Context: an optimization exercise on an open-source flow, tuned for a short achievable clock period and few clock cycles per item. The choices shown serve that exercise and are no tape-out recipe.
Function was checked by simulation only, so behaviour that the tests miss may differ from the original.
Power and IR drop assume default switching activity.

v6:
==> flow/design.v (excerpt) <==
module yWriteBack
(
   input logic clock,
   input logic reset,
   input logic dpDone,
   input logic cpDone,
   input yRowPkg::rowAddr diagAddr,
   input yRowPkg::rowAddr nonDiagAddr,
   input yRowPkg::slotOneHot diagSlot,
   input yRowPkg::slotOneHot nonDiagSlot,
   input yRowPkg::yEntry computedDiag,
   input yRowPkg::yEntry changeData,
   input yRowPkg::rowData readData1,
   input yRowPkg::rowData readData2,
   output yRowPkg::rowAddr readAddr1,
   output yRowPkg::rowAddr readAddr2,
   output yRowPkg::rowAddr writeAddr,
   output yRowPkg::rowData writeData,
   output logic writeEnable,
   output logic writeDone
);
   function automatic logic oneHot(input yRowPkg::slotOneHot code);
      oneHot = (code == 4'b0001) || (code == 4'b0010) || (code == 4'b0100) || (code == 4'b1000);
   endfunction
   typedef struct packed
   {
      logic keepHi;
      logic [4-1:0] keepLo;
      logic [4-1:0] selDv1;
      logic [4-1:0] selCv1;
      logic [4-1:0] selDv2;
      logic [4-1:0] selCv2;
   } rowCtl;
   function automatic rowCtl ctlFor
   (
      input logic itemA,
      input logic itemB,
      input logic itemC,
      input logic eqAB,
      input logic eqCA,
      input logic eqDA,
      input logic eqCB,
      input logic eqDB,
      input logic eqDC,
      input logic legal1,
      input yRowPkg::slotOneHot ds1,
      input yRowPkg::slotOneHot ns1,
      input logic legal2,
      input yRowPkg::slotOneHot ds2,
      input yRowPkg::slotOneHot ns2
   );
      rowCtl ctl;
      logic isA, isB, isC, isD, kill;
      isA = itemA;
      isB = itemA ? eqAB : itemB;
      isC = itemA ? eqCA : (itemB ? eqCB : itemC);
      isD = itemA ? eqDA : (itemB ? eqDB : (itemC ? eqDC : 1'b1));
      kill = ((isA || isB) && !legal1) || ((isC || isD) && !legal2);
      ctl.keepHi = !kill;
      for (int s = 0; s < 4; s++)
      begin
         ctl.selDv2[s] = legal2 && isC && ds2[s];
         ctl.selCv2[s] = legal2 && isD && ns2[s] && !ctl.selDv2[s];
  ...
clock: 5.0 ns
lec_check: 0
abc_clock_period_in_ps: 2000
cap_margin: 20
core_area: 10 10 390 390
die_area: 0 0 400 400
setup_slack_margin: 3.0
slew_margin: 20
run.sh (not shown) runs the stock make flow with config.mk's settings and CLKGATE_MAP_FILE= SYNTH_SCRIPT=/design/flow/synth_recipe.tcl, a recipe that flattens the netlist after the stock synthesis.
Testbench counts of v6, summed over its fixed seeds: cycles 93,160, pairs 24,000.
Modified inputs, v7 compared to v6
-- flow/design.v --
<<< v6, line 47
   function automatic rowCtl ctlFor
   (
      input logic itemA,
      input logic itemB,
      input logic itemC,
      input logic eqAB,
      input logic eqCA,
      input logic eqDA,
      input logic eqCB,
      input logic eqDB,
      input logic eqDC,
      input logic legal1,
      input yRowPkg::slotOneHot ds1,
>>> v7, line 47
   function automatic rowCtl ctlFor
   (
      input logic isA,
      input logic isB,
      input logic isC,
      input logic isD,
      input logic legal1,
      input yRowPkg::slotOneHot ds1,
<<< v6, line 64
   );
      rowCtl ctl;
      logic isA, isB, isC, isD, kill;
      isA = itemA;
      isB = itemA ? eqAB : itemB;
      isC = itemA ? eqCA : (itemB ? eqCB : itemC);
      isD = itemA ? eqDA : (itemB ? eqDB : (itemC ? eqDC : 1'b1));
      kill = ((isA || isB) && !legal1) || ((isC || isD) && !legal2);
      ctl.keepHi = !kill;
>>> v7, line 59
   );
      rowCtl ctl;
      logic kill;
      kill = ((isA || isB) && !legal1) || ((isC || isD) && !legal2);
      ctl.keepHi = !kill;
<<< v6, line 103
   yRowPkg::rowData row1, row2;
   logic pendA, pendB, pendC, pendD;
   rowCtl nCtl;
   logic nSrcRow1, nSrcRow2, nSrcRd1, nSrcRd2;
>>> v7, line 94
   yRowPkg::rowData row1, row2;
   logic pendA, pendB, pendC, pendD;
   logic nIsA, nIsB, nIsC, nIsD;
   rowCtl nCtl;
   logic nSrcRow1, nSrcRow2, nSrcRd1, nSrcRd2;
<<< v6, line 113
   logic firstA, firstB, firstC, firstD;
   logic firstLast;
   rowCtl ctlIn;
   logic curB, curA, curC;
   logic restA, restC, restD;
   logic folA, folC, folD;
   logic folLast;
   rowCtl ctlReg;
   yRowPkg::rowData nRaw;
   yRowPkg::rowData nextRow;
>>> v7, line 105
   logic firstA, firstB, firstC, firstD;
   logic firstLast;
   logic curB, curA, curC;
   logic restA, restC, restD;
   logic folA, folC, folD;
   logic folLast;
   yRowPkg::rowData nRaw;
   yRowPkg::rowData nextRow;
<<< v6, line 154
   assign firstD = !hasB && !hasA && !hasC;
   assign firstLast = hasB ? !(hasA || hasC || hasD) : (hasA ? !(hasC || hasD) : !hasD);
   assign ctlIn = ctlFor(firstA, firstB, firstC, eqAB, inEqCA, inEqDA, inEqCB, inEqDB, inEqDC,
      legal1, ds1, ns1, inLegal2, diagSlot, nonDiagSlot);
   assign curB = pendB;
   assign curA = !pendB && pendA;
>>> v7, line 144
   assign firstD = !hasB && !hasA && !hasC;
   assign firstLast = hasB ? !(hasA || hasC || hasD) : (hasA ? !(hasC || hasD) : !hasD);
   assign curB = pendB;
   assign curA = !pendB && pendA;
<<< v6, line 166
   assign folD = !restA && !restC && restD;
   assign folLast = restA ? !(restC || restD) : !(restC && restD);
   assign ctlReg = ctlFor(folA, 1'b0, folC, eqAB, eqCA, eqDA, eqCB, eqDB, eqDC,
      legal1, ds1, ns1, legal2, ds2, ns2);
   always_comb
   begin
>>> v7, line 154
   assign folD = !restA && !restC && restD;
   assign folLast = restA ? !(restC || restD) : !(restC && restD);
   assign nCtl = ctlFor(nIsA, nIsB, nIsC, nIsD, legal1, ds1, ns1, legal2, ds2, ns2);
   always_comb
   begin
<<< v6, line 253
      if (accept)
      begin
         nCtl <= ctlIn;
         nSrcRow1 <= 1'b0;
         nSrcRow2 <= firstB;
>>> v7, line 240
      if (accept)
      begin
         nIsA <= firstA;
         nIsB <= firstA ? eqAB : firstB;
         nIsC <= firstA ? inEqCA : (firstB ? inEqCB : firstC);
         nIsD <= firstA ? inEqDA : (firstB ? inEqDB : (firstC ? inEqDC : 1'b1));
         nSrcRow1 <= 1'b0;
         nSrcRow2 <= firstB;
<<< v6, line 263
      else
      begin
         nCtl <= ctlReg;
         nSrcRow1 <= (folA && eqCA) || folC;
         nSrcRow2 <= (folA && !eqCA) || folD;
>>> v7, line 253
      else
      begin
         nIsA <= folA;
         nIsB <= folA && eqAB;
         nIsC <= folA ? eqCA : folC;
         nIsD <= folA ? eqDA : (folC ? eqDC : 1'b1);
         nSrcRow1 <= (folA && eqCA) || folC;
         nSrcRow2 <= (folA && !eqCA) || folD;
[summary]
Timing, DRC, antenna: 0 failures across v7 and v6. On v7: path depth of the worst reg2reg path is 4 higher than what v6 gave. Summary of v7 over v6: combinational share of power climbed 4.4 points; area of the multi-input gates climbed 2300 µm²; share of the clock period used by the worst path after layout barely changed. Of the two candidates, v6 has the worse area after synthesis and v7 the better one. [compare] base=v6 new=v7: number of gates resized after CTS picked up an extra about 24%, final worst hold slack picked up an extra 0.046 ns. v7 reports its kind of path behind the tightest hold check as reg2reg while v6 reports in2reg. Min global-route usage across v7 and v6: v6. The cell area in v7 was higher than what v6 gave. v6 → v7: switching power shows an increase of 0.60 mW, global routing usage on met3 shows an increase of 0.61 points, global route total overflow shows no meaningful change, total power shows an increase of about 2.7%.
Testbench counts of v7, summed over its fixed seeds: cycles 93,160, pairs 24,000.

## re-timing with driven ports
How much do the figures lean on ideal ports? The routed layouts below were timed once more, with nothing changed but the port constraints. Step 1: set_driving_cell puts a clkbuf_16 on clock and a buf_2 on each other input, an assumption about the parent block. Step 2 adds t to the input delays and takes it off the output delays; t is the mean of the earliest and latest rising clock arrival at the registers after step 1. Input paths then give back, and output paths get back, about the clock's delay inside the block. Three values: ideal, step 1, step 2; two values: the first two.
run	t (ns)	slack for setup (ns)	worst register clock-pin slew, ns
v6	0.857	2.678 / 2.630 / 1.856	0.06 / 0.06
v7	0.851	2.684 / 2.605 / 2.172	0.07 / 0.07
After both steps every run listed still meets setup and hold. The setup slack of v6, which loses most, moves by -0.048 ns with the drivers and by -0.822 ns with both steps.
